From an optimization exercise on the open Yosys and OpenROAD flow, aimed at a short achievable clock period and few clock cycles; shortcuts taken in it are not production practice. RTL that was checked went through simulation tests only; none was proved equivalent to the original. No functional check of the RTL was part of run 2. No activity file was given, so power comes from the tool's default toggle rates.

==> design/flow/design.v <==
`timescale 1ns/1ps
package rtos_cfg_pkg;
    localparam int XLEN       = 32;   
    localparam int ADDR_W     = 32;   
    localparam int TASK_ID_W  = 3;    
    localparam int PRIO_W     = 4;    
    localparam int REG_ADDR_W = 5;    
    localparam int CSR_WORDS   = 2;
    localparam int MEPC_OFS    = 0;   
    localparam int MSTATUS_OFS = 1;
    localparam int WORD_SHIFT  = 2;   
    typedef enum logic [2:0] {
        OP_CREATE  = 3'd0,   
        OP_DELETE  = 3'd1,   
        OP_GET_CUR = 3'd2    
    } cust_op_e;
    function automatic integer frame_words(input integer num_cold);
        frame_words = num_cold + CSR_WORDS;
    endfunction
endpackage
`timescale 1ns/1ps
package rtos_if_pkg;
    localparam int XLEN       = 32;
    localparam int ADDR_W     = 32;
    localparam int TASK_ID_W  = 3;
    localparam int PRIO_W     = 4;
    localparam int REG_ADDR_W = 5;
    typedef struct packed {
        logic [XLEN-1:0] mepc;
        logic [XLEN-1:0] mstatus;
    } trap_csr_t;
    typedef struct packed {
        logic [2:0]                         funct3;   
        logic [TASK_ID_W-1:0] id;     
        logic [PRIO_W-1:0]    prio;   
    } cust_inst_t;
    typedef struct packed {
        logic [ADDR_W-1:0] addr;    
        logic [XLEN-1:0]   wdata;   
        logic                            we;
    } mem_req_t;
    typedef struct packed {
        logic [REG_ADDR_W-1:0] addr;
        logic [XLEN-1:0]       data;
    } rf_wr_t;
endpackage
`timescale 1ns/1ps
module cold_regfile #(
    parameter int NUM_COLD_REGS = 8
) (
    input  logic                                clk_i,
    input  logic                                rst_n_i,
    input  logic [rtos_cfg_pkg::REG_ADDR_W-1:0] raddr_i,
    output logic [rtos_cfg_pkg::XLEN-1:0]       rdata_o,
    input  rtos_if_pkg::rf_wr_t                 wr_i,
    input  logic                                we_i,
    input  logic [rtos_cfg_pkg::REG_ADDR_W-1:0] ctl_raddr_i,
    output logic [rtos_cfg_pkg::XLEN-1:0]       ctl_rdata_o,
    input  rtos_if_pkg::rf_wr_t                 ctl_wr_i,
    input  logic                                ctl_we_i,
    input  logic                                busy_i
);
    localparam int RIDX_W = $clog2(NUM_COLD_REGS);
    logic [rtos_cfg_pkg::XLEN-1:0] regs_q [NUM_COLD_REGS];
    assign rdata_o     = (int'(raddr_i) < NUM_COLD_REGS) ? regs_q[raddr_i[RIDX_W-1:0]] : '0;
    assign ctl_rdata_o = (int'(ctl_raddr_i) < NUM_COLD_REGS) ?
                         regs_q[ctl_raddr_i[RIDX_W-1:0]] : '0;
    always_ff @(posedge clk_i) begin
        if (!rst_n_i) begin
            for (int i = 0; i < NUM_COLD_REGS; i++) begin
                regs_q[i] <= '0;
            end
        end else begin
            if (we_i && !busy_i && int'(wr_i.addr) < NUM_COLD_REGS) begin   
                regs_q[wr_i.addr[RIDX_W-1:0]] <= wr_i.data;
            end
            if (ctl_we_i && int'(ctl_wr_i.addr) < NUM_COLD_REGS) begin
                regs_q[ctl_wr_i.addr[RIDX_W-1:0]] <= ctl_wr_i.data;
            end
        end
    end
endmodule
`timescale 1ns/1ps
module task_sched #(
    parameter int NUM_TASKS = 8
) (
    input  logic                               clk_i,
    input  logic                               rst_n_i,
    input  logic                               inst_en_i,
    input  rtos_if_pkg::cust_inst_t            inst_i,
    output logic [rtos_cfg_pkg::XLEN-1:0]      inst_rd_o,
    output logic                               inst_done_o,
    input  logic [rtos_cfg_pkg::TASK_ID_W-1:0] cur_id_i,
    input  logic                               sel_go_i,
    output logic                               sel_done_o,
    output logic [rtos_cfg_pkg::TASK_ID_W-1:0] next_id_o
);
    logic [NUM_TASKS-1:0] vld_q;              
    logic [rtos_cfg_pkg::PRIO_W-1:0]    prio_q [NUM_TASKS];
    logic                 id_ok;              
    logic                 best_hit;
    logic [rtos_cfg_pkg::TASK_ID_W-1:0] best_id;
    logic [rtos_cfg_pkg::PRIO_W-1:0]    best_prio;
    assign id_ok = int'(inst_i.id) < NUM_TASKS;
    always_ff @(posedge clk_i) begin
        if (!rst_n_i) begin
            vld_q       <= '0;
            inst_done_o <= 1'b0;
            sel_done_o  <= 1'b0;
        end else begin
            inst_done_o <= inst_en_i;   
            sel_done_o  <= sel_go_i;
            if (inst_en_i && id_ok) begin
                if (inst_i.funct3 == rtos_cfg_pkg::OP_CREATE) vld_q[inst_i.id] <= 1'b1;
                if (inst_i.funct3 == rtos_cfg_pkg::OP_DELETE) vld_q[inst_i.id] <= 1'b0;
            end
        end
    end
    always_ff @(posedge clk_i) begin
        if (inst_en_i) begin
            inst_rd_o <= '0;
            case (inst_i.funct3)
                rtos_cfg_pkg::OP_CREATE: begin
                    if (id_ok) begin
                        prio_q[inst_i.id] <= inst_i.prio;
                        inst_rd_o         <= rtos_cfg_pkg::XLEN'(1);
                    end
                end
                rtos_cfg_pkg::OP_GET_CUR: inst_rd_o <= rtos_cfg_pkg::XLEN'(cur_id_i);
                default: inst_rd_o <= '0;   
            endcase
        end
        if (sel_go_i) next_id_o <= best_id;
    end
    always_comb begin
        best_hit  = 1'b0;
        best_id   = cur_id_i;   
        best_prio = '0;
        for (int i = 0; i < NUM_TASKS; i++) begin
            if (vld_q[i] && (!best_hit || prio_q[i] > best_prio)) begin
                best_hit  = 1'b1;
                best_id   = rtos_cfg_pkg::TASK_ID_W'(i);
                best_prio = prio_q[i];
            end
        end
    end
endmodule
`timescale 1ns/1ps
module ctx_mem_port #(
    parameter int  NUM_COLD_REGS = 8,
    localparam int FRAME_WORDS   = rtos_cfg_pkg::frame_words(NUM_COLD_REGS),
    localparam int IDX_W         = $clog2(FRAME_WORDS)
) (
    input  logic                               clk_i,
    input  logic                               rst_n_i,
    input  logic                               word_go_i,
    input  logic                               word_we_i,
    input  logic [IDX_W-1:0]                   word_idx_i,
    input  logic [rtos_cfg_pkg::TASK_ID_W-1:0] word_task_i,
    input  logic [rtos_cfg_pkg::XLEN-1:0]      word_wdata_i,
    output logic                               word_done_o,
    output logic [rtos_cfg_pkg::XLEN-1:0]      word_rdata_o,
    output rtos_if_pkg::mem_req_t              mem_req_o,
    output logic                               mem_valid_o,
    input  logic                               mem_ready_i,
    input  logic                               mem_rvalid_i,
    input  logic [rtos_cfg_pkg::XLEN-1:0]      mem_rdata_i
);
    typedef enum logic [1:0] {P_IDLE, P_REQ, P_RESP} port_st_e;
    port_st_e          st_q;
    logic [rtos_cfg_pkg::ADDR_W-1:0] word_addr;
    logic              rd_ret;   
    assign word_addr = (rtos_cfg_pkg::ADDR_W'(word_task_i) * rtos_cfg_pkg::ADDR_W'(FRAME_WORDS) + rtos_cfg_pkg::ADDR_W'(word_idx_i))
                       << rtos_cfg_pkg::WORD_SHIFT;
    assign mem_valid_o = (st_q == P_REQ);
    assign rd_ret = mem_rvalid_i &&
                    (st_q == P_RESP || (st_q == P_REQ && mem_ready_i && !mem_req_o.we));
    always_ff @(posedge clk_i) begin
        if (!rst_n_i) begin
            st_q        <= P_IDLE;
            word_done_o <= 1'b0;
        end else begin
            word_done_o <= 1'b0;
            case (st_q)
                P_IDLE: if (word_go_i) st_q <= P_REQ;
                P_REQ: begin
                    if (mem_ready_i) begin
                        st_q        <= (mem_req_o.we || rd_ret) ? P_IDLE : P_RESP;
                        word_done_o <= mem_req_o.we || rd_ret;   
                    end
                end
                P_RESP: begin
                    if (rd_ret) begin
                        st_q        <= P_IDLE;
                        word_done_o <= 1'b1;
                    end
                end
                default: st_q <= P_IDLE;
            endcase
        end
    end
    always_ff @(posedge clk_i) begin
        if (st_q == P_IDLE && word_go_i) begin
            mem_req_o.addr  <= word_addr;
            mem_req_o.wdata <= word_wdata_i;
            mem_req_o.we    <= word_we_i;
        end
        if (rd_ret) word_rdata_o <= mem_rdata_i;
    end
endmodule
`timescale 1ns/1ps
module ctx_ctrl #(
    parameter int  NUM_COLD_REGS = 8,
    localparam int FRAME_WORDS   = rtos_cfg_pkg::frame_words(NUM_COLD_REGS),
    localparam int IDX_W         = $clog2(FRAME_WORDS)
) (
    input  logic                                clk_i,
    input  logic                                rst_n_i,
    input  logic                                trap_i,
    input  rtos_if_pkg::trap_csr_t              trap_csr_i,
    output logic                                busy_o,
    output rtos_if_pkg::trap_csr_t              restore_o,
    output logic                                restore_valid_o,
    output logic [rtos_cfg_pkg::TASK_ID_W-1:0]  cur_id_o,
    input  logic [rtos_cfg_pkg::TASK_ID_W-1:0]  next_id_i,
    output logic                                sel_go_o,
    input  logic                                sel_done_i,
    output logic                                word_go_o,
    output logic                                word_we_o,
    output logic [IDX_W-1:0]                    word_idx_o,
    output logic [rtos_cfg_pkg::TASK_ID_W-1:0]  word_task_o,
    output logic [rtos_cfg_pkg::XLEN-1:0]       word_wdata_o,
    input  logic                                word_done_i,
    input  logic [rtos_cfg_pkg::XLEN-1:0]       word_rdata_i,
    output logic [rtos_cfg_pkg::REG_ADDR_W-1:0] rf_raddr_o,
    input  logic [rtos_cfg_pkg::XLEN-1:0]       rf_rdata_i,
    output rtos_if_pkg::rf_wr_t                 rf_wr_o,
    output logic                                rf_we_o
);
    typedef enum logic [2:0] {IDLE, SAVE, SELECT, LOAD, DONE} ctx_st_e;
    localparam logic [IDX_W-1:0] LAST_IDX = IDX_W'(FRAME_WORDS - 1);
    ctx_st_e              st_q;
    logic                 wait_q;     
    logic [IDX_W-1:0]     idx_q;      
    logic [rtos_cfg_pkg::TASK_ID_W-1:0] cur_id_q;
    logic [rtos_cfg_pkg::TASK_ID_W-1:0] nxt_id_q;   
    rtos_if_pkg::trap_csr_t            csr_q;      
    rtos_if_pkg::trap_csr_t            restore_q;
    logic                 accept;
    logic                 is_cold;    
    logic                 is_mepc;
    logic                 is_mstat;
    logic                 last_word;
    assign busy_o          = (st_q == SAVE || st_q == SELECT || st_q == LOAD);   
    assign restore_valid_o = (st_q == DONE);
    assign restore_o       = restore_q;
    assign cur_id_o        = cur_id_q;
    assign accept          = trap_i && !busy_o;
    assign is_cold   = int'(idx_q) < NUM_COLD_REGS;
    assign is_mepc   = int'(idx_q) == NUM_COLD_REGS + rtos_cfg_pkg::MEPC_OFS;
    assign is_mstat  = int'(idx_q) == NUM_COLD_REGS + rtos_cfg_pkg::MSTATUS_OFS;
    assign last_word = (idx_q == LAST_IDX);
    assign word_go_o    = (st_q == SAVE || st_q == LOAD) && !wait_q;
    assign word_we_o    = (st_q == SAVE);
    assign word_idx_o   = idx_q;
    assign word_task_o  = (st_q == SAVE) ? cur_id_q : nxt_id_q;
    assign word_wdata_o = is_cold ? rf_rdata_i : (is_mepc ? csr_q.mepc : csr_q.mstatus);
    assign sel_go_o     = (st_q == SELECT) && !wait_q;
    assign rf_raddr_o   = rtos_cfg_pkg::REG_ADDR_W'(idx_q);
    assign rf_wr_o.addr = rtos_cfg_pkg::REG_ADDR_W'(idx_q);
    assign rf_wr_o.data = word_rdata_i;
    assign rf_we_o      = (st_q == LOAD) && word_done_i && is_cold;
    always_ff @(posedge clk_i) begin
        if (!rst_n_i) begin
            st_q     <= IDLE;
            wait_q   <= 1'b0;
            idx_q    <= '0;
            cur_id_q <= '0;
        end else begin
            case (st_q)
                IDLE, DONE: begin
                    st_q   <= accept ? SAVE : IDLE;   
                    idx_q  <= '0;
                    wait_q <= 1'b0;
                end
                SAVE, LOAD: begin
                    if (word_go_o) wait_q <= 1'b1;
                    if (word_done_i) begin
                        wait_q <= 1'b0;
                        idx_q  <= last_word ? '0 : idx_q + 1'b1;
                        if (last_word) begin
                            st_q <= (st_q == SAVE) ? SELECT : DONE;
                            if (st_q == LOAD) cur_id_q <= nxt_id_q;   
                        end
                    end
                end
                SELECT: begin
                    if (sel_go_o) wait_q <= 1'b1;
                    if (sel_done_i) begin
                        wait_q <= 1'b0;
                        st_q   <= LOAD;
                    end
                end
                default: st_q <= IDLE;
            endcase
        end
    end
    always_ff @(posedge clk_i) begin
        if (accept) csr_q <= trap_csr_i;
        if (sel_done_i) nxt_id_q <= next_id_i;
        if (st_q == LOAD && word_done_i) begin
            if (is_mepc) restore_q.mepc <= word_rdata_i;
            if (is_mstat) restore_q.mstatus <= word_rdata_i;
        end
    end
endmodule
`timescale 1ns/1ps
module rtos_ctx_top #(
    parameter int NUM_TASKS     = 8,
    parameter int NUM_COLD_REGS = 8
) (
    input  logic                                clk_i,
    input  logic                                rst_n_i,
    input  logic [rtos_cfg_pkg::REG_ADDR_W-1:0] raddr_i,
    output logic [rtos_cfg_pkg::XLEN-1:0]       rdata_o,
    input  rtos_if_pkg::rf_wr_t                 wr_i,
    input  logic                                we_i,
    input  logic                                trap_i,
    input  rtos_if_pkg::trap_csr_t              trap_csr_i,
    input  logic                                mret_i,
    output logic                                mret_ready_o,
    output logic                                busy_o,
    output rtos_if_pkg::trap_csr_t              restore_o,
    output logic                                restore_valid_o,
    input  logic                                inst_en_i,
    input  rtos_if_pkg::cust_inst_t             inst_i,
    output logic [rtos_cfg_pkg::XLEN-1:0]       inst_rd_o,
    output logic                                inst_done_o,
    output rtos_if_pkg::mem_req_t               mem_req_o,
    output logic                                mem_valid_o,
    input  logic                                mem_ready_i,
    input  logic                                mem_rvalid_i,
    input  logic [rtos_cfg_pkg::XLEN-1:0]       mem_rdata_i
);
    localparam int IDX_W = $clog2(rtos_cfg_pkg::frame_words(NUM_COLD_REGS));
    logic [rtos_cfg_pkg::TASK_ID_W-1:0]  cur_id;
    logic [rtos_cfg_pkg::TASK_ID_W-1:0]  next_id;
    logic                  sel_go;
    logic                  sel_done;
    logic                  word_go;
    logic                  word_we;
    logic [IDX_W-1:0]      word_idx;
    logic [rtos_cfg_pkg::TASK_ID_W-1:0]  word_task;
    logic [rtos_cfg_pkg::XLEN-1:0]       word_wdata;
    logic                  word_done;
    logic [rtos_cfg_pkg::XLEN-1:0]       word_rdata;
    logic [rtos_cfg_pkg::REG_ADDR_W-1:0] rf_raddr;
    logic [rtos_cfg_pkg::XLEN-1:0]       rf_rdata;
    rtos_if_pkg::rf_wr_t                rf_wr;
    logic                  rf_we;
    assign mret_ready_o = ~busy_o;   
    ctx_ctrl #(.NUM_COLD_REGS(NUM_COLD_REGS)) ctrl0 (
        .clk_i, .rst_n_i, .trap_i, .trap_csr_i, .busy_o, .restore_o, .restore_valid_o,
        .cur_id_o(cur_id), .next_id_i(next_id), .sel_go_o(sel_go), .sel_done_i(sel_done),
        .word_go_o(word_go), .word_we_o(word_we), .word_idx_o(word_idx),
        .word_task_o(word_task), .word_wdata_o(word_wdata), .word_done_i(word_done),
        .word_rdata_i(word_rdata), .rf_raddr_o(rf_raddr), .rf_rdata_i(rf_rdata),
        .rf_wr_o(rf_wr), .rf_we_o(rf_we)
    );
    task_sched #(.NUM_TASKS(NUM_TASKS)) sched0 (
        .clk_i, .rst_n_i, .inst_en_i, .inst_i, .inst_rd_o, .inst_done_o,
        .cur_id_i(cur_id), .sel_go_i(sel_go), .sel_done_o(sel_done), .next_id_o(next_id)
    );
    cold_regfile #(.NUM_COLD_REGS(NUM_COLD_REGS)) rf0 (
        .clk_i, .rst_n_i, .raddr_i, .rdata_o, .wr_i, .we_i,
        .ctl_raddr_i(rf_raddr), .ctl_rdata_o(rf_rdata), .ctl_wr_i(rf_wr), .ctl_we_i(rf_we),
        .busy_i(busy_o)
    );
    ctx_mem_port #(.NUM_COLD_REGS(NUM_COLD_REGS)) mem0 (
        .clk_i, .rst_n_i, .word_go_i(word_go), .word_we_i(word_we), .word_idx_i(word_idx),
        .word_task_i(word_task), .word_wdata_i(word_wdata), .word_done_o(word_done),
        .word_rdata_o(word_rdata), .mem_req_o, .mem_valid_o, .mem_ready_i, .mem_rvalid_i,
        .mem_rdata_i
    );
endmodule
`timescale 1ns/1ps
module rtos_ctx (
    input  logic        clk_i,
    input  logic        rst_n_i,
    input  logic [4:0]  raddr_i,
    output logic [31:0] rdata_o,
    input  logic [4:0]  wr_addr_i,
    input  logic [31:0] wr_data_i,
    input  logic        we_i,
    input  logic        trap_i,
    input  logic [31:0] trap_mepc_i,
    input  logic [31:0] trap_mstatus_i,
    input  logic        mret_i,
    output logic        mret_ready_o,
    output logic        busy_o,
    output logic [31:0] restore_mepc_o,
    output logic [31:0] restore_mstatus_o,
    output logic        restore_valid_o,
    input  logic        inst_en_i,
    input  logic [2:0]  inst_funct3_i,
    input  logic [2:0]  inst_id_i,
    input  logic [3:0]  inst_prio_i,
    output logic [31:0] inst_rd_o,
    output logic        inst_done_o,
    output logic [31:0] mem_addr_o,
    output logic [31:0] mem_wdata_o,
    output logic        mem_we_o,
    output logic        mem_valid_o,
    input  logic        mem_ready_i,
    input  logic        mem_rvalid_i,
    input  logic [31:0] mem_rdata_i
);
    rtos_if_pkg::rf_wr_t     wr;
    rtos_if_pkg::trap_csr_t  trap_csr;
    rtos_if_pkg::trap_csr_t  restore;
    rtos_if_pkg::cust_inst_t inst;
    rtos_if_pkg::mem_req_t   mem_req;
    assign wr.addr          = wr_addr_i;
    assign wr.data          = wr_data_i;
    assign trap_csr.mepc    = trap_mepc_i;
    assign trap_csr.mstatus = trap_mstatus_i;
    assign inst             = {inst_funct3_i, inst_id_i, inst_prio_i};
    assign restore_mepc_o    = restore.mepc;
    assign restore_mstatus_o = restore.mstatus;
    assign mem_addr_o  = mem_req.addr;
    assign mem_wdata_o = mem_req.wdata;
    assign mem_we_o    = mem_req.we;
    rtos_ctx_top #(.NUM_TASKS(8), .NUM_COLD_REGS(8)) core0 (
        .clk_i, .rst_n_i, .raddr_i, .rdata_o, .wr_i(wr), .we_i, .trap_i,
        .trap_csr_i(trap_csr), .mret_i, .mret_ready_o, .busy_o, .restore_o(restore),
        .restore_valid_o, .inst_en_i, .inst_i(inst), .inst_rd_o, .inst_done_o,
        .mem_req_o(mem_req), .mem_valid_o, .mem_ready_i, .mem_rvalid_i, .mem_rdata_i
    );
endmodule
==> design/flow/run.sh <==
#!/bin/bash
# synth_recipe.tcl (not shown) runs the flow's synth.tcl, then flattens the netlist and writes it again
# the make line also repeats each setting of config.mk as NAME=value (left out here)
make -C /OpenROAD-flow-scripts/flow DESIGN_CONFIG=/design/flow/config.mk WORK_HOME=/design/flow/orfs CLKGATE_MAP_FILE= SYNTH_SCRIPT=/design/flow/synth_recipe.tcl finish
==> design/flow/config.mk <==
export PLATFORM = sky130hd
export DESIGN_NAME = rtos_ctx
export DESIGN_NICKNAME = rtos_ctx
export VERILOG_FILES = /design/flow/design.v
export SDC_FILE = /design/flow/constraint.sdc
export NUM_CORES = 4
export LEC_CHECK = 0
export CAP_MARGIN = 20
export CORE_MARGIN = 2
export CORE_UTILIZATION = 40
export SLEW_MARGIN = 20
==> design/flow/constraint.sdc <==
create_clock -name core_clock -period 11.0 [get_ports {clk_i}]
set_input_delay 2.2000 -clock core_clock [delete_from_list [all_inputs] [get_ports {clk_i}]]
set_output_delay 2.2000 -clock core_clock [all_outputs]
set_load 0.01 [all_outputs]
==> results of run 1 <==
==> area by class of cell <==
| cell class | count | area [um2] |
|---|---|---|
| Fill cell | 5146 | 30500 |
| Sequential cell | 525 | 15500 |
| Multi-Input combinational cell | 997 | 8330 |
| Timing Repair Buffer | 324 | 3180 |
| Clock buffer | 76 | 1620 |
| Tap cell | 782 | 978 |
| Clock inverter | 36 | 355 |
| Inverter | 37 | 139 |
| Antenna cell | 2 | 5.00 |
==> cells by family (layout without fill, tap and decap cells) <==
| kind of cell | Yosys count | in the layout | share of synthesized area [%] |
|---|---|---|---|
| xor gates and xnor gates | 8 | 8 | 0.285 |
| DFF | 525 | 525 | 63.0 |
| adders and majority gates | 42 | 42 | 2.17 |
| AOI/OAI and AO/OA | 174 | 174 | 5.03 |
| and+or+nand+nor | 484 | 484 | 8.88 |
| muxes | 236 | 236 | 16.1 |
| other | 1 | 55 | 0.0152 |
| buffers and inverters | 186 | 473 | 4.54 |
==> path summary, 6_finish.rpt <==
check	start	endpoint
worst max-delay path	core0.sched0.vld_q[0]$_SDFFE_PN0P_	core0.sched0.next_id_o[1]$_SDFFCE_PP1P_
worst min-delay path	core0.sched0.next_id_o[0]$_SDFFCE_PP1P_	core0.ctrl0.nxt_id_q[0]$_DFFE_PP_
worst max register to register	core0.sched0.vld_q[0]$_SDFFE_PN0P_	core0.sched0.next_id_o[1]$_SDFFCE_PP1P_
worst min register to register	core0.sched0.next_id_o[0]$_SDFFCE_PP1P_	core0.ctrl0.nxt_id_q[0]$_DFFE_PP_
==> flip-flops by register name (all words and copies together) (netlist names), 2 cells and up, named ones only <==
name / cells
core0.ctrl0.st_q: 3
core0.sched0.next_id_o: 3
core0.ctrl0.restore_q: 64
core0.ctrl0.nxt_id_q: 3
core0.ctrl0.cur_id_q: 3
core0.rf0.regs_q: 256
core0.sched0.prio_q: 32
core0.ctrl0.csr_q: 64
core0.mem0.mem_req_o: 41
core0.sched0.inst_rd_o: 3
core0.ctrl0.idx_q: 4
core0.mem0.st_q: 2
core0.sched0.vld_q: 7
core0.mem0.word_rdata_o: 32
==> layout by cell type, fill, tap and decap left out, types with 4 or more instances in the layout <==
master           Yosys  layout
buf_4               54      24
nand2b_1            11      11
and2_1               5       5
nor2_1             322     320
o22ai_1              4       4
a21oi_1             51      50
nor3_1              10      10
mux4_2             128     128
clkinvlp_4           0       5
clkbuf_1            42      11
mux2i_1            105     101
clkbuf_16            0      61
conb_1               1      53
clkinv_2             0      10
o211ai_1             5       5
clkinv_1             0      11
ha_1                41      41
bufinv_16            0       6
nor2b_1             38      37
nand2_2              1       9
nor2_2               4       4
o21ai_1              7       6
inv_1               34      34
dfxtp_1             27      22
clkbuf_8             0       4
nand4_1              9       9
clkdlybuf4s50_1      0     296
nand2_1             42      34
edfxtp_1           498     498
nand2_4              8       8
xnor2_1              5       5
o221ai_1             6       6
mux2i_2              0       4
o21ai_0             14      14
a211oi_1            44      41
nand3_1              8       8
o21a_1               8       7
==> through the flow <==
| stage | hold WS (ns) | worst slack [ns] | setup TNS (ns) | power [W] |
|---|---|---|---|---|
| after CTS | 0.420 | 0.199 | 0 | 0.00466 |
| after global placement | 0.406 | 0.271 | 0 | 0.00266 |
| final | 0.422 | 0.651 | 0 | 0.00462 |
| after floorplan | 0.400 | 1.42 | 0 | 0.00251 |
| after global routing | 0.424 | -0.0406 | -0.0406 | 0.00477 |
| after detailed placement | 0.406 | -0.184 | -0.299 | 0.00267 |
==> power by group <==
group          total (W)  internal (W)  switching [W]
combinational   0.000338      0.000159       0.000179
sequential       0.00229       0.00226      0.0000316
clock            0.00200       0.00118       0.000813
total            0.00462       0.00360        0.00102
==> layer usage <==
layer  up-vias  track usage (%)  share of wire, %
met2       569             35.0                48
met4         2             6.54               2.8
met1      7800             28.1                42
li1       6776                -                 -
met5         -                0             0.028
met3       124             4.29               6.8
==> repair_timing <==
item	4_1_cts	5_1_grt
pin swaps	0	2
endpoints found under the setup margin	3	3
buffers inserted	0	0
hold buffers	0	0
resized for setup	2	13
==> notes.md, run 1 <==
Outcome
The run finished with no timing, DRC or antenna violations.

Placed design
The count of input and output buffers is 299. The count of placed standard cells including taps is about 2,700. The detailed placer's ending HPWL is roughly 42 mm. The cell area after placement is 28,000 um2. The routability-driven placement congestion ratio is around 0.84.

Clock network
The CTS tree is built. In this run the clock root is driven by a clkbuf_16. The H-tree level count is 2. The maximum clock insertion buffer count is 3. At the later pin of the worst-skew pair, clock insertion delay measures a little over 0.6 ns.

The clock-pin slew on the worst setup and hold paths is around 0.060 ns. The number of clock sinks seen by CTS is 525. Buffers inserted during clock tree synthesis total 59.

Timing
Derived from the worst setup path, the maximum achievable clock frequency is ~97 MHz. The worst pin sits at a relative slew slack of 20.0%. The final number of hold-violating endpoints is 0.

The transition time at the pin with the least slew margin is 1.17 ns. For the final database, setup skew stands at 0.0214 ns. The worst path needs just over 10 ns of the cycle, external delays included. The number of endpoints failing setup at the final stage is 0. The final worst-path cycle share is a little over nine tenths.

The final max-slew violation count came to 0.

Final layout
The fraction of layout cells with a size suffix above 1 is 15.7%. The area growth from synthesis to layout is 22.4%. For this run, the share of the core covered by cells in the final layout is between 40% and 50%.

After the last flow step, the layout net total stands at between 2,000 and 2,500. The finished layout cell area is between 30,000 and 40,000 um2. The final standard cell count with taps included and fillers excluded is around 2,800.

Drt
The pre-antenna-repair detailed-routing pass consisted of 5 iterations. Dividing the detail-routed wire length by the instance count gives 24.4 um. The wire length after detailed routing is approximately 68 mm. The initial DRC count is between 1,000 and 1,500. In the routed layout, each cell is associated on average with a via count of 5.50. The count of antenna-violating nets left after detailed routing is 0. The total via count in the routed design is approximately 15,000. The number of remaining DRC errors is 0.

Power and ir drop
The maximum vdd ir drop is around 0.12 mV. For this design the ratio of total power to cell area is between 150 and 200 nW/um2. The analysis attributes to cell leakage a power of 10.4 nW.

Worst setup path
Counting cells, the worst reg-to-reg path comes to 43. The standard cell with the maximum stage delay on the critical path is dfxtp_4. Data on the critical path arrives at its endpoint at between 10 and 15 ns. The sort of element at the end of the critical path is a register. Of all nets on the critical path, the largest fanout is 16.

The cell depth of the worst setup path is 43. The number of buffers and inverters on the critical path is 1. The critical path's largest stage delay is 0.44 ns.

Grouping stages by cell kind, the critical path spends the most delay in compound AO/OA/AOI/OAI gates. The startpoint kind of the worst setup timing path is a register. The library cell appearing most often on the critical path is ha_1.

The required time at the endpoint of the critical path is 11.32 ns. The kind of critical path is reg -> reg. The flop-to-flop setup slack is approximately 0.65 ns.

Job
The number of maximum-capacitance violations is 0.

Global routing
The largest net degree at the start of global routing is 72. The number of global-route vias before repair is around 16,000. The first global-routing pass estimated between 90 and 100 mm of wire.

The number of antenna violations at the first check in global routing was 1. The total global routing track utilization is a little over a fifth. The leftover overflow at the end of global routing is 0.

Floorplan
The row count is 90. The vertical extent of the die is between 200 and 300 um. The horizontal extent of the die is 252 um. For this configuration, the core starts out at a cell density of just over 40%. The count of pins on the block boundary is 354. After floorplanning, the core was sized to cover approximately 61,000 um2. The die covers ~64,000 um2.

Logic synthesis
After synthesis the netlist holds a flip-flop and latch count of roughly 530. The share of flip-flops with an asynchronous set or reset is 0%. After technology mapping, the gate count stands at about 1,700.

The synthesized design contains 498 enable-type register cells. For this run, the number of Yosys warnings is 4. The top cell type by area accounts for around 61% of the synthesized area. A synthesized cell averages 14.9 um2. Counting instances in the post-synthesis netlist gives the leading cell types as 498 x edfxtp_1, 322 x nor2_1, 128 x mux4_2. In the synthesized netlist the dominant register cell turns out to be edfxtp_1.

The synthesized netlist occupies a cell area of 24,600 um2. Yosys instantiated no cell more often than edfxtp_1. By area the synthesized netlist is led by edfxtp_1 61%, mux4_2 12%, nor2_1 4.9%. The biggest area contributor in the post-synthesis netlist is edfxtp_1.

The share of the Yosys chip area taken by registers is between 60% and 70%. The number of distinct library cells after synthesis is 73.

Min path
The type of the worst min-delay path is reg -> reg. The number of cells on the worst hold path is 0.
Testbench counts, summed over its fixed seeds: cycles 102,465.
==> run 2, diff against run 1 <==
--- a/design/flow/design.v
+++ b/design/flow/design.v
@@ -417,23 +417,199 @@
 );
-    rtos_if_pkg::rf_wr_t     wr;
-    rtos_if_pkg::trap_csr_t  trap_csr;
-    rtos_if_pkg::trap_csr_t  restore;
-    rtos_if_pkg::cust_inst_t inst;
-    rtos_if_pkg::mem_req_t   mem_req;
-    assign wr.addr          = wr_addr_i;
-    assign wr.data          = wr_data_i;
-    assign trap_csr.mepc    = trap_mepc_i;
-    assign trap_csr.mstatus = trap_mstatus_i;
-    assign inst             = {inst_funct3_i, inst_id_i, inst_prio_i};
-    assign restore_mepc_o    = restore.mepc;
-    assign restore_mstatus_o = restore.mstatus;
-    assign mem_addr_o  = mem_req.addr;
-    assign mem_wdata_o = mem_req.wdata;
-    assign mem_we_o    = mem_req.we;
-    rtos_ctx_top #(.NUM_TASKS(8), .NUM_COLD_REGS(8)) core0 (
-        .clk_i, .rst_n_i, .raddr_i, .rdata_o, .wr_i(wr), .we_i, .trap_i,
-        .trap_csr_i(trap_csr), .mret_i, .mret_ready_o, .busy_o, .restore_o(restore),
-        .restore_valid_o, .inst_en_i, .inst_i(inst), .inst_rd_o, .inst_done_o,
-        .mem_req_o(mem_req), .mem_valid_o, .mem_ready_i, .mem_rvalid_i, .mem_rdata_i
-    );
+    localparam int NT = 8;    
+    localparam int NC = 8;    
+    localparam int FW = 10;   
+    logic [31:0] regs_q [NC];
+    logic [NT-1:0] vld_q;
+    logic [3:0]  prio_q [NT];
+    logic [2:0]  cur_q;         
+    logic [2:0]  nxt_q;         
+    logic        busy_q;
+    logic        rv_q;          
+    logic        same_q;        
+    logic [FW-1:0] wpend_q;     
+    logic [FW-1:0] wsel_q;      
+    logic [6:0]  base_q;        
+    logic [NC-1:0] dirty_q;     
+    logic [NC-1:0] dirty_d;
+    logic [FW-1:0] rsel_q;      
+    logic        inst_done_q;
+    logic [2:0]  inst_rd_q;
+    logic        mvalid_q;
+    logic        mwe_q;
+    logic [6:0]  maddr_q;       
+    logic [31:0] mwdata_q;
+    logic [31:0] rmepc_q;       
+    logic [31:0] rmstatus_q;
+    assign rdata_o           = (raddr_i[4:3] == 2'b00) ? regs_q[raddr_i[2:0]] : 32'd0;
+    assign busy_o            = busy_q;
+    assign mret_ready_o      = ~busy_q;
+    assign restore_valid_o   = rv_q;
+    assign restore_mepc_o    = rmepc_q;
+    assign restore_mstatus_o = rmstatus_q;
+    assign inst_done_o       = inst_done_q;
+    assign inst_rd_o         = {29'd0, inst_rd_q};
+    assign mem_valid_o       = mvalid_q;
+    assign mem_we_o          = mwe_q;
+    assign mem_addr_o        = {23'd0, maddr_q, 2'b00};
+    assign mem_wdata_o       = mwdata_q;
+    logic [4:0] key [NT];
+    logic [4:0] k1 [4];
+    logic [2:0] i1 [4];
+    logic [4:0] k2 [2];
+    logic [2:0] i2 [2];
+    logic [4:0] k3;
+    logic [2:0] i3;
+    logic [2:0] best_id;
+    always_comb begin
+        for (int t = 0; t < NT; t++) key[t] = vld_q[t] ? {1'b1, prio_q[t]} : 5'd0;
+        for (int p = 0; p < 4; p++) begin
+            if (key[2*p] >= key[2*p+1]) begin
+                k1[p] = key[2*p];   i1[p] = 3'(2*p);
+            end else begin
+                k1[p] = key[2*p+1]; i1[p] = 3'(2*p+1);
+            end
+        end
+        for (int p = 0; p < 2; p++) begin
+            if (k1[2*p] >= k1[2*p+1]) begin
+                k2[p] = k1[2*p];   i2[p] = i1[2*p];
+            end else begin
+                k2[p] = k1[2*p+1]; i2[p] = i1[2*p+1];
+            end
+        end
+        if (k2[0] >= k2[1]) begin
+            k3 = k2[0]; i3 = i2[0];
+        end else begin
+            k3 = k2[1]; i3 = i2[1];
+        end
+        best_id = k3[4] ? i3 : cur_q;   
+    end
+    logic accept;
+    logic rv_d;                 
+    logic xfer;
+    logic rd_ret;
+    logic wr_last;
+    logic rd_last;
+    logic [FW-1:0] wrem;        
+    logic [FW-1:0] wnsel;       
+    logic [31:0] wnext;         
+    logic [3:0]  wnidx;         
+    assign accept  = trap_i && !busy_q;
+    assign xfer    = mvalid_q && mem_ready_i;
+    assign rd_ret  = busy_q && !mwe_q && mem_rvalid_i;
+    assign rd_last = rsel_q[FW-1];
+    assign rv_d    = busy_q && (mwe_q ? (xfer && wr_last && same_q) : (rd_ret && rd_last));
+    assign wrem    = wpend_q & ~wsel_q;
+    assign wnsel   = wrem & (~wrem + FW'(1));   
+    assign wr_last = (wrem == '0);
+    always_comb begin
+        wnext = '0;
+        wnidx = '0;
+        if (wnsel[1]) begin
+            wnext = wnext | rmstatus_q;
+            wnidx = wnidx | 4'd9;
+        end
+        for (int r = 0; r < NC; r++) begin
+            if (wnsel[2+r]) begin
+                wnext = wnext | regs_q[r];
+                wnidx = wnidx | 4'(r);
+            end
+        end
+    end
+    always_comb begin
+        dirty_d = dirty_q;
+        if (!busy_q && we_i && wr_addr_i[4:3] == 2'b00) dirty_d[wr_addr_i[2:0]] = 1'b1;
+    end
+    always_ff @(posedge clk_i) begin
+        if (!rst_n_i) dirty_q <= '1;   
+        else if (rv_d) dirty_q <= '0;
+        else dirty_q <= dirty_d;
+    end
+    always_ff @(posedge clk_i) begin
+        if (!rst_n_i) begin
+            busy_q      <= 1'b0;
+            rv_q        <= 1'b0;
+            mvalid_q    <= 1'b0;
+            cur_q       <= '0;
+            vld_q       <= '0;
+            inst_done_q <= 1'b0;
+        end else begin
+            rv_q        <= 1'b0;
+            inst_done_q <= inst_en_i;
+            if (inst_en_i) begin
+                if (inst_funct3_i == 3'd0) vld_q[inst_id_i] <= 1'b1;
+                if (inst_funct3_i == 3'd1) vld_q[inst_id_i] <= 1'b0;
+            end
+            if (accept) begin
+                busy_q   <= 1'b1;
+                mvalid_q <= 1'b1;
+            end else if (busy_q) begin
+                if (mwe_q) begin
+                    if (xfer && wr_last) begin
+                        if (same_q) begin
+                            busy_q   <= 1'b0;
+                            rv_q     <= 1'b1;
+                            mvalid_q <= 1'b0;
+                        end
+                    end
+                end else begin
+                    if (xfer && wsel_q[FW-1]) mvalid_q <= 1'b0;
+                    if (rd_ret && rd_last) begin
+                        busy_q <= 1'b0;
+                        rv_q   <= 1'b1;
+                        cur_q  <= nxt_q;
+                    end
+                end
+            end
+        end
+    end
+    always_ff @(posedge clk_i) begin
+        if (inst_en_i) begin
+            if (inst_funct3_i == 3'd0) prio_q[inst_id_i] <= inst_prio_i;
+            inst_rd_q <= (inst_funct3_i == 3'd0) ? 3'd1 :
+                         (inst_funct3_i == 3'd2) ? cur_q : 3'd0;
+        end
+        if (accept) begin
+            nxt_q      <= best_id;
+            same_q     <= (best_id == cur_q);
+            mwe_q      <= 1'b1;
+            base_q     <= 7'(cur_q) * 7'(FW);
+            maddr_q    <= 7'(cur_q) * 7'(FW) + 7'd8;
+            mwdata_q   <= trap_mepc_i;
+            wpend_q    <= {dirty_d, 2'b11};
+            wsel_q     <= FW'(1);
+            rsel_q     <= FW'(1);
+            rmepc_q    <= trap_mepc_i;
+            rmstatus_q <= trap_mstatus_i;
+        end else if (busy_q) begin
+            if (xfer) begin
+                if (mwe_q) begin
+                    wsel_q   <= wnsel;
+                    wpend_q  <= wrem;
+                    mwdata_q <= wnext;
+                    if (wr_last) begin
+                        wsel_q  <= FW'(1);
+                        mwe_q   <= 1'b0;
+                        maddr_q <= 7'(nxt_q) * 7'(FW);
+                    end else begin
+                        maddr_q <= base_q + 7'(wnidx);
+                    end
+                end else begin
+                    wsel_q  <= {wsel_q[FW-2:0], wsel_q[FW-1]};
+                    maddr_q <= maddr_q + 7'd1;
+                end
+            end
+            if (rd_ret) begin
+                rsel_q <= {rsel_q[FW-2:0], rsel_q[FW-1]};
+                if (rsel_q[FW-2]) rmepc_q    <= mem_rdata_i;
+                if (rsel_q[FW-1]) rmstatus_q <= mem_rdata_i;
+            end
+        end
+    end
+    always_ff @(posedge clk_i) begin
+        for (int r = 0; r < NC; r++) begin
+            if (!rst_n_i) regs_q[r] <= '0;
+            else if (rd_ret && rsel_q[r]) regs_q[r] <= mem_rdata_i;
+            else if (!busy_q && we_i && wr_addr_i == 5'(r)) regs_q[r] <= wr_data_i;
+        end
+    end
 endmodule
--- a/design/flow/config.mk
+++ b/design/flow/config.mk
@@ -7,2 +7,3 @@
 export LEC_CHECK = 0
+export ABC_CLOCK_PERIOD_IN_PS = 5000
 export CAP_MARGIN = 20
@@ -10,2 +11,4 @@
 export CORE_UTILIZATION = 40
+export SETUP_SLACK_MARGIN = 5
 export SLEW_MARGIN = 20
+export TNS_END_PERCENT = 100
==> run 2 against run 1 <==
Fmax rose by 72%. Still clean. Utilization rose by 0.70 points. Highest routed layer unchanged. Sequential cell count fell by 67. Via count rose by 56%. Largest cell class is now multi-input combinational cells. Combinational power rose by 76%.
==> notes.md, run 2 <==
Timing
The final critical-path setup slack came to 4.99 ns (was 0.651 ns). The transition time at the pin with the least slew margin is 1.19 ns (was 1.17 ns). The final number of hold-violating endpoints is 0 (unchanged). The shortest period the worst path allows is 6.01 ns (was 10.35 ns).

The normalized max-slew margin came to 20.3% (was 20.0%). The highest clock frequency the design can meet is 166 MHz (was 96.6 MHz). The number of endpoints failing setup at the final stage is 0 (unchanged). The worst hold margin is 0.436 ns (was 0.422 ns). The final max-slew violation count is 0 (unchanged).

Setup repair after global routing could not meet its margin everywhere. The post-route clock skew is 0.0183 ns (was 0.0214 ns). The final total negative setup slack is 0 ns (unchanged). The final worst-path cycle share was 54.6% (was 94.1%).

Final layout
The largest register by flop count is regs_q (was core0.rf0.regs_q). The area of combinational cells with multiple inputs is 12,100 um2 (was 8330 um2). The area growth from synthesis to layout is 24.4% (was 22.4%). The finished layout cell area was 29,800 um2 (was 30,100 um2). The layout filler cell count is 5,419 (was 5,146). Most frequent cells in the layout: 576 x nor2_1, 360 x nand2_1, 300 x dfxtp_1 (was 498 x edfxtp_1, 320 x nor2_1, 296 x clkdlybuf4s50_1). The most common cell after layout, fill and taps aside is nor2_1 (was edfxtp_1). The final standard cell count with taps included and fillers excluded came to 3,779 (was 2,779).

The number of flip-flops under the largest register name is 256 (unchanged). The number of nets at the end of the flow is 3,170 (was 2,142). The area used by sequential logic in the layout was 10,700 um2 (was 15,500 um2). The fraction of layout cells with a size suffix above 1 came to 10.3% (was 15.7%).

Clock network
The maximum clock insertion buffer count is 3 (unchanged). The number of clock sinks seen by CTS is 458 (was 525). The number of buffers inserted during clock tree synthesis is 51 (was 59). The clock latency of the later-clocked register in the worst-skew pair was 0.62 ns (about the same). The root cell of the clock tree is clkbuf_16 (unchanged). The CTS tree is built (unchanged). The H-tree level count came to 2 (unchanged).

The clock-pin slew on the worst setup and hold paths is 0.06 ns (about the same). The hold-fix buffer count after cts is 0 (unchanged).

Logic synthesis
The largest area contributor in the synthesized netlist is dfxtp_1 (was edfxtp_1). The synthesized area divided by synthesized cell count is 8.59 um2 (was 14.9 um2). The most frequently used cell type in the post-synthesis netlist is nor2_1 (was edfxtp_1). The number of flip-flops and latches in the synthesized netlist is 458 (was 525). The most common flop cell mapped by yosys is dfxtp_1 (was edfxtp_1). The share of Yosys cell area claimed by the top area cell type is 25.2% (was 60.8%).

The portion of the post-synthesis area used by sequential elements is 44.8% (was 63.0%). Most common library cells after synthesis: 588 x nor2_1, 390 x nand2_1, 302 x dfxtp_1 (was 498 x edfxtp_1, 322 x nor2_1, 128 x mux4_2). Ranking of synthesized cells by area: dfxtp_1 25%, edfxtp_1 20%, nor2_1 9.2% (was edfxtp_1 61%, mux4_2 12%, nor2_1 4.9%).

The number of synthesized flops with an enable pin is 156 (was 498). The number of distinct library cells after synthesis came to 71 (was 73). The share of flip-flops with an asynchronous set or reset is 0% (unchanged). The synthesized cell area came to 24,000 um2 (was 24,600 um2). The number of warnings reported in the yosys synthesis log is 7 (was 4). The cell count after synthesis was 2,789 (was 1,656).

Power and ir drop
The total leakage power is 11.3 nW (was 10.4 nW). The part of the power in combinational logic is 14.0% (was 7.3%). The fraction of power spent switching nets is 26.3% (was 22.1%). The power density of the placed cells was 142 nW/um2 (was 154 nW/um2). The sequential fraction of design power is 43.6% (was 49.5%). The reported net switching power came to 0.00112 W (was 0.00102 W). The maximum vdd ir drop is 0.112 mV (was 0.121 mV).

The clock group share of total power came to 42.4% (was 43.2%). The internal portion of total power is 0.00313 W (was 0.00360 W).

Worst setup path
The sort of element at the end of the critical path is an output port (was register). The timing startpoint of the critical path is raddr_i[0] (was core0.sched0.vld_q[0]$_SDFFE_PN0P_). The startpoint kind of the worst setup timing path was an input pin (was register). The required time at the endpoint of the critical path is 8.80 ns (was 11.32 ns).

The highest net fanout along the worst path was 12 (was 16). The critical path's largest stage delay was 0.48 ns (was 0.44 ns). The count of cells along the worst register-to-register path is 20 (was 43). The kind of critical path is in -> out (was reg -> reg). The standard cell with the maximum stage delay on the critical path was or3_4 (was dfxtp_4). The arrival time at the worst endpoint is 3.81 ns (was 10.67 ns). The end point of the critical path was rdata_o[5] (was core0.sched0.next_id_o[1]$_SDFFCE_PP1P_). The flop-to-flop setup slack came to 5.43 ns (was 0.65 ns).

The launch instance of the worst register-to-register path is vld_q[7]$_SDFFE_PN0P_ (was core0.sched0.vld_q[0]$_SDFFE_PN0P_). The signal on the critical path passes through buf_16 > buf_16 > buf_4 > or3_4 > buf_4 > o21ai_1 > nor2_1 > dlygate4sd2_1. The end of the worst register-to-register path is same_q$_DFFE_PP_ (was core0.sched0.next_id_o[1]$_SDFFCE_PP1P_).

Global routing
The leftover overflow at the end of global routing is 0 (unchanged). The number of global-route vias before repair was 23,000 (was 15,900). The total global routing track utilization is 30.8% (was 21.1%). The number of antenna violations at the first check in global routing is 9 (was 1). The wire length of the first global-routing pass was 145 mm (was 99.9 mm). The largest net degree at the start of global routing was 106 (was 72).

Drt
The per-cell via count in the routed design came to 6.31 (was 5.50). The detailed-route wire length per cell came to 26.3 um (was 24.4 um). The wire length on met1 is 38.5 mm (was 28.5 mm).

The sum of met3 wire segment lengths after detailed routing is 12.1 mm (was 4.65 mm). The wire length after detailed routing is 99.3 mm (was 67.9 mm). The detailed-routed wire length on met2 is 43.4 mm (was 32.8 mm). The count of antenna-violating nets left after detailed routing was 0 (unchanged). The count of TritonRoute iterations in the first routing pass is 7 (was 5). The top layer reached by signal wires was met5 (unchanged).

The number of remaining DRC errors is 0 (unchanged). The total via count in the routed design is 23,800 (was 15,300). The initial DRC count is 3,339 (was 1,116).

Min path
The type of the worst min-delay path is reg -> reg (unchanged).

Floorplan
The area of the die is 61,900 um2 (was 63,500 um2). The count of pins on the block boundary is 354 (unchanged). The vertical extent of the die was 249 um (was 252 um).

The core box area is 59,100 um2 (was 60,600 um2). The horizontal extent of the die is 249 um (was 252 um). The initial core utilization came to 40.5% (was 40.6%). The row count is 89 (was 90).

Job
The number of maximum-capacitance violations is 0 (unchanged).

Placed design
The detailed placer's ending HPWL is 53.9 mm (was 41.8 mm). The count of placed standard cells including taps came to 3,630 (was 2,664). The count of input and output buffers is 298 (was 299). The worst slack at placement is 3.41 ns (was -0.184 ns).

The cell area after placement is 27,100 um2 (was 28,000 um2). The routability-driven placement congestion ratio is 0.868 (was 0.840).

Outcome
Result of the run: no timing/DRC/antenna violations (unchanged).
-- run 2: layout make-up --
cell class              count  area share (%)
diodes                      2          0.0168
repair buffers            387            13.6
clock buffers              76            5.18
multi-input cells        2015            40.6
inverters                  49           0.680
well taps                 773            3.24
clock inverters            19           0.646
flip-flops and latches    458            36.0
-- run 2: cells by family (layout without fill, tap and decap cells) --
group | count (synthesis) | in the layout | synth area share, %
AO/OA/AOI/OAI | 725 | 725 | 22.8
buffers and inverters | 372 | 531 | 6.93
other | 1 | 56 | 0.0156
XOR/XNOR | 15 | 15 | 0.548
AND/OR/NAND/NOR | 1088 | 1091 | 18.2
multiplexers | 77 | 77 | 3.94
flip-flops | 458 | 458 | 44.8
adder cells (fa/ha/maj) | 53 | 53 | 2.79
-- run 2: metrics by stage --
step | utilization, % | total power, W
finish | 50.4 | 0.00425
global route | 50.4 | 0.00437
CTS | 50.2 | 0.00424
detailed placement | 45.8 | 0.00242
global placement | 45.8 | 0.00242
floorplan | - | 0.00218
-- run 2: critical path: cells and delay by family --
kind	cells	cell delay, ns
buf+inv	5	0.95
simple gates	2	0.53
compound gates	1	0.11
-- run 2: what timing repair did --
action                                 in CTS  in global routing
pin swaps                                  11                  7
cloned                                     12                  1
endpoints found under the hold margin       0                  0
resized for setup                         101                 29
setup endpoints to repair                  32                 25
setup buffers                              30                  9
-- run 2: metal layers --
metal | vias to the layer above | track usage [%]
met1 | 11400 | 38.8
li1 | 10400 | -
met3 | 363 | 8.67
met2 | 1685 | 47.4
met4 | 12 | 17.1
met5 | - | 0
-- run 2: how the worst min path moves through the flow --
stage	endpoint	slack [ns]	startpoint	cells after the start
finish	wpend_q[0]$_SDFFE_PP1P_	0.44	wpend_q[0]$_SDFFE_PP1P_	2
global placement	wpend_q[0]$_SDFFE_PP1P_	0.42	wpend_q[0]$_SDFFE_PP1P_	2
detailed placement	wpend_q[1]$_SDFFE_PP1P_	0.43	wpend_q[1]$_SDFFE_PP1P_	2
CTS	wpend_q[0]$_SDFFE_PP1P_	0.44	wpend_q[0]$_SDFFE_PP1P_	2
global route	rsel_q[8]$_SDFFE_PP0P_	0.47	rsel_q[8]$_SDFFE_PP0P_	2
floorplan	wpend_q[0]$_SDFFE_PP1P_	0.42	wpend_q[0]$_SDFFE_PP1P_	2
-- run 2: power by group through the flow --
stage	Combinational, W	Clock (W)	Sequential, W
2_1_floorplan	0.000287	0	0.00189
3_3_place_gp	0.000530	0	0.00189
3_5_place_dp	0.000537	0	0.00189
4_1_cts	0.000581	0.00181	0.00185
5_1_grt	0.000632	0.00188	0.00186
6_report	0.000596	0.00180	0.00185
==> run 3, diff against run 2 <==
--- a/design/flow/design.v
+++ b/design/flow/design.v
@@ -454,32 +454,18 @@
     assign mem_wdata_o       = mwdata_q;
-    logic [4:0] key [NT];
-    logic [4:0] k1 [4];
-    logic [2:0] i1 [4];
-    logic [4:0] k2 [2];
-    logic [2:0] i2 [2];
-    logic [4:0] k3;
-    logic [2:0] i3;
-    logic [2:0] best_id;
+    logic [NT-1:0] win;
+    logic [2:0]    win_id;
+    logic [2:0]    best_id;
+    logic          best_same;   
     always_comb begin
-        for (int t = 0; t < NT; t++) key[t] = vld_q[t] ? {1'b1, prio_q[t]} : 5'd0;
-        for (int p = 0; p < 4; p++) begin
-            if (key[2*p] >= key[2*p+1]) begin
-                k1[p] = key[2*p];   i1[p] = 3'(2*p);
-            end else begin
-                k1[p] = key[2*p+1]; i1[p] = 3'(2*p+1);
+        for (int t = 0; t < NT; t++) begin
+            win[t] = vld_q[t];
+            for (int u = 0; u < NT; u++) begin
+                if (u < t) win[t] = win[t] & (!vld_q[u] || prio_q[t] >  prio_q[u]);
+                if (u > t) win[t] = win[t] & (!vld_q[u] || prio_q[t] >= prio_q[u]);
             end
         end
-        for (int p = 0; p < 2; p++) begin
-            if (k1[2*p] >= k1[2*p+1]) begin
-                k2[p] = k1[2*p];   i2[p] = i1[2*p];
-            end else begin
-                k2[p] = k1[2*p+1]; i2[p] = i1[2*p+1];
-            end
-        end
-        if (k2[0] >= k2[1]) begin
-            k3 = k2[0]; i3 = i2[0];
-        end else begin
-            k3 = k2[1]; i3 = i2[1];
-        end
-        best_id = k3[4] ? i3 : cur_q;   
+        win_id = '0;
+        for (int t = 0; t < NT; t++) if (win[t]) win_id = win_id | 3'(t);
+        best_id   = (vld_q == '0) ? cur_q : win_id;
+        best_same = (vld_q == '0) || win[cur_q];
     end
@@ -501,5 +487,8 @@
     assign wrem    = wpend_q & ~wsel_q;
-    assign wnsel   = wrem & (~wrem + FW'(1));   
     assign wr_last = (wrem == '0);
     always_comb begin
+        wnsel = '0;
+        for (int j = FW - 1; j >= 0; j--) if (wrem[j]) wnsel = FW'(1) << j;
+    end
+    always_comb begin
         wnext = '0;
@@ -572,3 +561,3 @@
             nxt_q      <= best_id;
-            same_q     <= (best_id == cur_q);
+            same_q     <= best_same;
             mwe_q      <= 1'b1;
==> design/flow/flow/run.sh (new file) <==
#!/bin/bash
set -euo pipefail
bash standard.sh SETUP_SLACK_MARGIN=6.0 finish > standard_flow.log 2>&1
==> design/flow/standard.sh (new file) <==
#!/bin/bash
# synth_recipe.tcl (not shown) runs the flow's synth.tcl, then flattens the netlist and writes it again
# the make line also repeats each setting of config.mk as NAME=value (left out here)
make -C /OpenROAD-flow-scripts/flow DESIGN_CONFIG=/design/flow/config.mk WORK_HOME=/design/flow/orfs CLKGATE_MAP_FILE= SYNTH_SCRIPT=/design/flow/synth_recipe.tcl "${@:-finish}"
removed: design/flow/run.sh
==> run 3 against run 2 <==
Utilization is 0.68 points higher. Global-route usage up 1.1 points. Fmax grew 4.7%. Register-to-register slack gained 1.8 ns. Clock power shrank 3%. Sequential share of layout area decreased by 2.8 points. Clock skew is 0.014 ns higher. Highest routed layer unchanged. Largest power group unchanged.
==> notes.md, run 3 <==
Outcome
Result of the run: no timing/DRC/antenna violations (unchanged).

Placed design
The detailed placer's ending HPWL is 62.7 mm (was 53.9 mm). The count of placed standard cells including taps was 3,889 (was 3,630). The cell area after placement was 28,900 um2 (was 27,100 um2). The routability-driven placement congestion ratio is 0.956 (was 0.868). The count of input and output buffers is 298 (unchanged).

Timing
Setup repair after global routing missed its margin: true (unchanged). The worst hold margin is 0.457 ns (was 0.436 ns). The number of endpoints failing setup at the final stage came to 0 (unchanged).

The shortest period the worst path allows is 5.74 ns (was 6.01 ns). The final total negative setup slack is 0 ns (unchanged). The transition time at the pin with the least slew margin was 1.20 ns (was 1.19 ns). The final worst-path cycle share came to 52.2% (was 54.6%). The post-route clock skew is 0.0324 ns (was 0.0183 ns). The final max-slew violation count is 0 (unchanged).

The normalized max-slew margin is 19.5% (was 20.3%). The highest clock frequency the design can meet is 174 MHz (was 166 MHz). The final number of hold-violating endpoints is 0 (unchanged).

Final layout
The final standard cell count with taps included and fillers excluded was 4,067 (was 3,779). Most frequent cells in the layout: 613 x nor2_1, 302 x dfxtp_1, 300 x nand2_1 (was 576 x nor2_1, 360 x nand2_1, 300 x dfxtp_1). The largest register by flop count is regs_q (unchanged). The finished layout cell area is 32,300 um2 (was 29,800 um2). The number of nets at the end of the flow is 3,461 (was 3,170). The most common cell after layout, fill and taps aside is nor2_1 (unchanged). The number of flip-flops under the largest register name is 256 (unchanged). The fraction of layout cells with a size suffix above 1 was 13.0% (was 10.3%). The area growth from synthesis to layout is 26.2% (was 24.4%).

Logic synthesis
The portion of the post-synthesis area used by sequential elements was 41.9% (was 44.8%). The share of flip-flops with an asynchronous set or reset is 0% (unchanged). Ranking of synthesized cells by area: dfxtp_1 24%, edfxtp_1 18%, nor2_1 9.3% (was dfxtp_1 25%, edfxtp_1 20%, nor2_1 9.2%). The synthesized area divided by synthesized cell count is 8.59 um2 (about the same). The largest area contributor in the synthesized netlist is dfxtp_1 (unchanged). The number of flip-flops and latches in the synthesized netlist is 458 (unchanged). The number of warnings reported in the yosys synthesis log is 2 (was 7). The most frequently used cell type in the post-synthesis netlist was nor2_1 (unchanged). The cell count after synthesis came to 2,978 (was 2,789).

The synthesized cell area is 25,600 um2 (was 24,000 um2). Most common library cells after synthesis: 636 x nor2_1, 329 x nand2_1, 302 x dfxtp_1 (was 588 x nor2_1, 390 x nand2_1, 302 x dfxtp_1). The number of synthesized flops with an enable pin is 156 (unchanged). The share of Yosys cell area claimed by the top area cell type came to 23.6% (was 25.2%). The most common flop cell mapped by yosys is dfxtp_1 (unchanged). The number of distinct library cells after synthesis came to 78 (was 71).

Power and ir drop
The total leakage power came to 12.3 nW (was 11.3 nW). The maximum vdd ir drop is 0.120 mV (was 0.112 mV). The power density of the placed cells is 130 nW/um2 (was 142 nW/um2). The overall power of the completed layout is 0.00420 W (was 0.00425 W).

Floorplan
The horizontal extent of the die is 257 um (was 249 um). The vertical extent of the die came to 257 um (was 249 um). The area of the die is 66,000 um2 (was 61,900 um2). The row count is 92 (was 89). The count of pins on the block boundary is 354 (unchanged). The initial core utilization is 40.5% (about the same). The core box area is 63,200 um2 (was 59,100 um2).

Drt
The count of antenna-violating nets left after detailed routing is 0 (unchanged). The detailed-route wire length per cell came to 27.1 um (was 26.3 um). The wire length after detailed routing is 110 mm (was 99.3 mm). The total via count in the routed design is 25,800 (was 23,800). The initial DRC count is 3,513 (was 3,339). The count of TritonRoute iterations in the first routing pass came to 8 (was 7).

The per-cell via count in the routed design came to 6.35 (was 6.31). The number of remaining DRC errors is 0 (unchanged).

Global routing
The layer with the highest usage after global routing is met2 (unchanged). The met1 track utilization from global routing is 40.7% (was 38.8%). The leftover overflow at the end of global routing was 0 (unchanged).

The number of global-route vias before repair is 24,900 (was 23,000). The total global routing track utilization was 31.8% (was 30.8%). The largest net degree at the start of global routing is 112 (was 106). The number of antenna violations at the first check in global routing is 5 (was 9). The wire length of the first global-routing pass came to 160 mm (was 145 mm).

The met3 layer usage reported by global route came to 8.40% (was 8.67%). The met2 demand-to-capacity share in global routing is 49.7% (was 47.4%).

Clock network
The maximum clock insertion buffer count was 3 (unchanged). The clock-pin slew on the worst setup and hold paths came to 0.06 ns (about the same). The hold-fix buffer count after cts is 0 (unchanged). The clock latency of the later-clocked register in the worst-skew pair is 0.64 ns (was 0.62 ns).

The root cell of the clock tree was clkbuf_16 (unchanged). The number of clock sinks seen by CTS is 458 (unchanged). The H-tree level count came to 2 (unchanged). The number of buffers inserted during clock tree synthesis is 51 (unchanged). The CTS tree is built (unchanged).

Worst setup path
The sort of element at the end of the critical path is an output port (unchanged). The startpoint kind of the worst setup timing path is an input pin (unchanged). The arrival time at the worst endpoint is 3.54 ns (was 3.81 ns). The timing startpoint of the critical path is raddr_i[0] (unchanged).

The launch instance of the worst register-to-register path is wsel_q[2]$_SDFFE_PP0P_ (was vld_q[7]$_SDFFE_PN0P_). The kind of critical path is in -> out (unchanged). The critical path's largest stage delay is 0.43 ns (was 0.48 ns). Cell-by-cell trace of the critical path: buf_16 > buf_16 > or3_4 > buf_6 > buf_6 > o21ai_2 > nor2_1 > buf_2 (was buf_16 > buf_16 > buf_4 > or3_4 > buf_4 > o21ai_1 > nor2_1 > dlygate4sd2_1). The required time at the endpoint of the critical path is 8.80 ns (about the same). The standard cell with the maximum stage delay on the critical path is or3_4 (unchanged).

The highest net fanout along the worst path came to 7 (was 12).

Min path
The startpoint of the tightest hold check path is wpend_q[1]$_SDFFE_PP1P_ (was wpend_q[0]$_SDFFE_PP1P_). The type of the worst min-delay path is reg -> reg (unchanged).

Job
The number of maximum-capacitance violations is 0 (unchanged).
## run 3: cell types whose count changed after synthesis, moves of 23 or more
cell      delta
o21ai_1     +28
nor2_1      +48
clkbuf_1    +24
nand3_1     +31
ha_1        +79
nand2_1     -61
mux2_2      -23
a41oi_1     -31
## run 3: power by group
part           internal [W]  switching, W  total, W  leakage, nW
sequential          0.00181     0.0000323   0.00184         3.92
combinational      0.000266      0.000348  0.000614         7.50
clock              0.000984      0.000755   0.00174        0.826
total               0.00306       0.00114   0.00420         12.3
## run 3: per-stage QoR
step / setup slack [ns] / utilization, %
finish: 5.26 / 51.1
global placement: 3.69 / 45.7
global route: 5.24 / 51.1
CTS: 5.28 / 50.6
floorplan: 5.66 / -
detailed placement: 3.70 / 45.7
## run 3: final timing paths
check	cells after the start	endpoint	slack (ns)
setup reg to reg	13	maddr_q[4]$_DFFE_PP_	7.18
hold reg to reg	2	wpend_q[1]$_SDFFE_PP1P_	0.46
setup / recovery	8	rdata_o[10]	5.26
hold / removal	2	wpend_q[1]$_SDFFE_PP1P_	0.46
## run 3: logic make-up after synthesis
logic type,Yosys count,share of synthesized area [%]
simple gates,1165,19.0
buf+inv,396,6.80
other cells,1,0.0147
mux,74,3.89
flops,458,41.9
compound gates,739,21.4
xor+xnor,14,0.479
fa+ha+maj,131,6.44
## run 3: critical path: cells and delay by family
family | cells | cell delay [ns]
buffers and inverters | 5 | 0.71
AND/OR/NAND/NOR | 2 | 0.50
AO/OA/AOI/OAI | 1 | 0.12
## run 3: what timing repair did
| action | 4_1_cts | 5_1_grt |
|---|---|---|
| resized for setup | 269 | 51 |
| setup endpoints to repair | 32 | 32 |
| setup buffers | 44 | 12 |
| pin swaps | 41 | 36 |
| gates cloned | 21 | 1 |
## run 3: routing by layer
metal | vias to the layer above | share of wire [%]
met2 | 1825 | 44
met4 | 2 | 5.1
met5 | - | 0.010
met1 | 12400 | 39
li1 | 11300 | -
met3 | 388 | 12
## run 3: area by class of cell
class,instances,area [um2]
fill,5742,30900
timing repair buffer,414,4540
clock buffer,77,1530
clock inverter,19,159
sequential,458,10700
antenna,4,10.0
tap,846,1060
multi-input combinational,2181,14000
inverter,68,272
Testbench counts of run 3, summed over its fixed seeds: cycles 11,851.
==> run 4, diff against run 3 <==
==> design/flow/flow/run.sh (replaced) <==
#!/bin/bash
set -euo pipefail
bash standard.sh SETUP_SLACK_MARGIN=6.6 finish > standard_flow.log 2>&1
--- a/design/flow/config.mk
+++ b/design/flow/config.mk
@@ -7,3 +7,3 @@
 export LEC_CHECK = 0
-export ABC_CLOCK_PERIOD_IN_PS = 5000
+export ABC_CLOCK_PERIOD_IN_PS = 1500
 export CAP_MARGIN = 20
==> run 4 against run 3 <==
Global-route usage is essentially flat. Sequential share of layout area shrank 0.054 points. Register-to-register slack is essentially flat. Routed wire length is essentially flat. Critical path depth is the same. Area after synthesis is the same. Die area is the same. Cell count is essentially flat. Still clean. Sequential power is essentially flat. First-iteration DRC count shrank 0.60%.
==> notes.md, run 4 <==
Timing
The final number of hold-violating endpoints is 0 (unchanged). The final critical-path setup slack is 5.26 ns (about the same). Setup repair after global routing missed its margin: true (unchanged). The normalized max-slew margin is 42.4% (was 19.5%).

The final total negative setup slack is 0 ns (unchanged). The post-route clock skew is 0.0350 ns (was 0.0324 ns). The final max-slew violation count came to 0 (unchanged).

The final worst-path cycle share was 52.2% (about the same). The transition time at the pin with the least slew margin was 0.858 ns (was 1.20 ns).

Logic synthesis
The area share of and/or/nand/nor cells after synthesis is 19.0% (unchanged). The most frequently used cell type in the post-synthesis netlist is nor2_1 (unchanged). The share of Yosys cell area claimed by the top area cell type is 23.6% (unchanged). The dominant combinational cell family by area after synthesis was compound AO/OA/AOI/OAI gates (unchanged). The area share of xor/xnor cells in the synthesized design is 0.479% (unchanged). Most common library cells after synthesis: 636 x nor2_1, 329 x nand2_1, 302 x dfxtp_1 (unchanged). The most common flop cell mapped by yosys was dfxtp_1 (unchanged). The number of flip-flops and latches in the synthesized netlist is 458 (unchanged). The share of flip-flops with an asynchronous set or reset is 0% (unchanged). The number of synthesized flops with an enable pin is 156 (unchanged).

Ranking of synthesized cells by area: dfxtp_1 24%, edfxtp_1 18%, nor2_1 9.3% (unchanged). The number of warnings reported in the yosys synthesis log is 2 (unchanged). The synthesized area divided by synthesized cell count is 8.59 um2 (unchanged). The synthesized-area fraction occupied by ao, oa, aoi and oai cells is 21.4% (unchanged). The cell count after synthesis is 2,978 (unchanged). The share of cell area taken by muxes after synthesis is 3.89% (unchanged).

Clock network
The hold-fix buffer count after cts is 0 (unchanged). The number of buffers inserted during clock tree synthesis came to 51 (unchanged). The number of clock sinks seen by CTS was 458 (unchanged). The root cell of the clock tree is clkbuf_16 (unchanged). The clock latency of the later-clocked register in the worst-skew pair came to 0.64 ns (about the same). The H-tree level count was 2 (unchanged). The maximum clock insertion buffer count is 3 (unchanged).

Worst setup path
The critical path's largest stage delay is 0.44 ns (was 0.43 ns). The arrival time at the worst endpoint is 3.54 ns (about the same). The sort of element at the end of the critical path is an output port (unchanged). The timing startpoint of the critical path was raddr_i[0] (unchanged). The required time at the endpoint of the critical path is 8.80 ns (about the same). The launch instance of the worst register-to-register path was wsel_q[2]$_SDFFE_PP0P_ (unchanged). Cell-by-cell trace of the critical path: buf_16 > buf_16 > or3_4 > buf_6 > buf_6 > o21ai_2 > nor2_1 > buf_2 (unchanged).

Final layout
Most frequent cells in the layout: 612 x nor2_1, 302 x dfxtp_1, 299 x nand2_1 (was 613 x nor2_1, 302 x dfxtp_1, 300 x nand2_1). The area growth from synthesis to layout was 26.4% (was 26.2%). The most common cell after layout, fill and taps aside is nor2_1 (unchanged). The largest register by flop count is regs_q (unchanged).

The layout filler cell count came to 5,736 (was 5,742). The number of nets at the end of the flow is 3,461 (unchanged). The final cell utilization of the core came to 51.2% (was 51.1%). The number of flip-flops under the largest register name is 256 (unchanged).

Drt
The per-cell via count in the routed design is 6.39 (was 6.35). The wire length after detailed routing is 110 mm (about the same). The detailed-route wire length per cell came to 27.1 um (about the same). The total via count in the routed design is 26,000 (was 25,800). The number of remaining DRC errors is 0 (unchanged). The initial DRC count is 3,492 (was 3,513).

Floorplan
The initial core utilization came to 40.5% (unchanged). The vertical extent of the die was 257 um (unchanged). The area of the die is 66,000 um2 (unchanged). The count of pins on the block boundary was 354 (unchanged).

Placed design
The worst slack at placement is 3.70 ns (unchanged). The count of input and output buffers is 298 (unchanged). The detailed placer's ending HPWL is 62.7 mm (unchanged).

The routability-driven placement congestion ratio is 0.956 (unchanged).

Power and ir drop
The power density of the placed cells is 130 nW/um2 (about the same). The total leakage power is 12.3 nW (about the same). The maximum vdd ir drop is 0.121 mV (was 0.120 mV).

Global routing
The number of antenna violations at the first check in global routing is 5 (unchanged). The number of global-route vias before repair was 24,900 (about the same). The wire length of the first global-routing pass is 160 mm (about the same).

Min path
The type of the worst min-delay path is reg -> reg (unchanged). The startpoint of the tightest hold check path is wpend_q[1]$_SDFFE_PP1P_ (unchanged).

Job
The number of maximum-capacitance violations is 0 (unchanged).

Outcome
Result of the run: no timing/DRC/antenna violations (unchanged).
==> run 4: cell counts after synthesis <==
Identical to the previous run, type by type.
==> run 4: final timing paths <==
check / endpoint / slack, ns / depth (start not counted)
worst max-delay path: rdata_o[10] / 5.26 / 8
worst min register to register: wpend_q[1]$_SDFFE_PP1P_ / 0.46 / 2
worst min-delay path: wpend_q[1]$_SDFFE_PP1P_ / 0.46 / 2
worst max register to register: maddr_q[4]$_DFFE_PP_ / 7.17 / 13
==> run 4: cells by family (layout without fill, tap and decap cells) <==
kind of cell | Yosys count | in the layout
mux | 74 | 74
simple gates | 1165 | 1169
xor+xnor | 14 | 14
compound gates | 739 | 739
fa+ha+maj | 131 | 131
flops | 458 | 458
other cells | 1 | 57
buf+inv | 396 | 578
==> run 4: where the power goes <==
group,switching (W),total [W],internal [W]
clock network,0.000757,0.00174,0.000984
logic,0.000348,0.000615,0.000267
registers,0.0000322,0.00184,0.00181
total,0.00114,0.00420,0.00306
==> run 4: layout make-up <==
cell class,instances,share of cell area (%)
repair buffers,414,14.1
clock buffers,77,4.72
diodes,3,0.0232
flip-flops and latches,458,33.2
multi-input cells,2181,43.4
inverters,68,0.839
well taps,846,3.27
clock inverters,19,0.491
==> run 4: stage by stage <==
| step | total power (W) | cell area [um2] | cells |
|---|---|---|---|
| after floorplan | 0.00218 | 26200 | 3031 |
| after global placement | 0.00239 | 28900 | 3889 |
| after detailed placement | 0.00239 | 28900 | 3889 |
| after CTS | 0.00418 | 32000 | 4050 |
| after global routing | 0.00431 | 32300 | 4065 |
| final | 0.00420 | 32300 | 4066 |
==> run 4: worst max-delay path: cells and delay by family <==
| kind | cells | cell delay (ns) |
|---|---|---|
| buf+inv | 5 | 0.71 |
| compound gates | 1 | 0.12 |
| simple gates | 2 | 0.51 |
==> run 4: routing by layer <==
| metal | up-vias | track usage (%) | share of wire, % |
|---|---|---|---|
| met5 | - | 0 | 0.021 |
| met4 | 4 | 16.0 | 5.5 |
| met3 | 424 | 8.49 | 12 |
| met2 | 1856 | 49.7 | 44 |
| met1 | 12500 | 40.7 | 39 |
| li1 | 11300 | - | - |
==> run 4: timing repair <==
action | CTS | global route
cloned | 21 | 1
endpoints found under the hold margin | 0 | 0
pin swaps | 41 | 36
setup buffers | 44 | 12
endpoints found under the setup margin | 161 | 208
resized for setup | 275 | 58

Check on run 4: ideal ports give 5.257 ns setup slack; a clkbuf_16 on the clock port and buf_2 on the inputs give 5.061 ns; moving port delays by the midpoint clock arrival (0.699 ns) as well gives 5.061 ns.
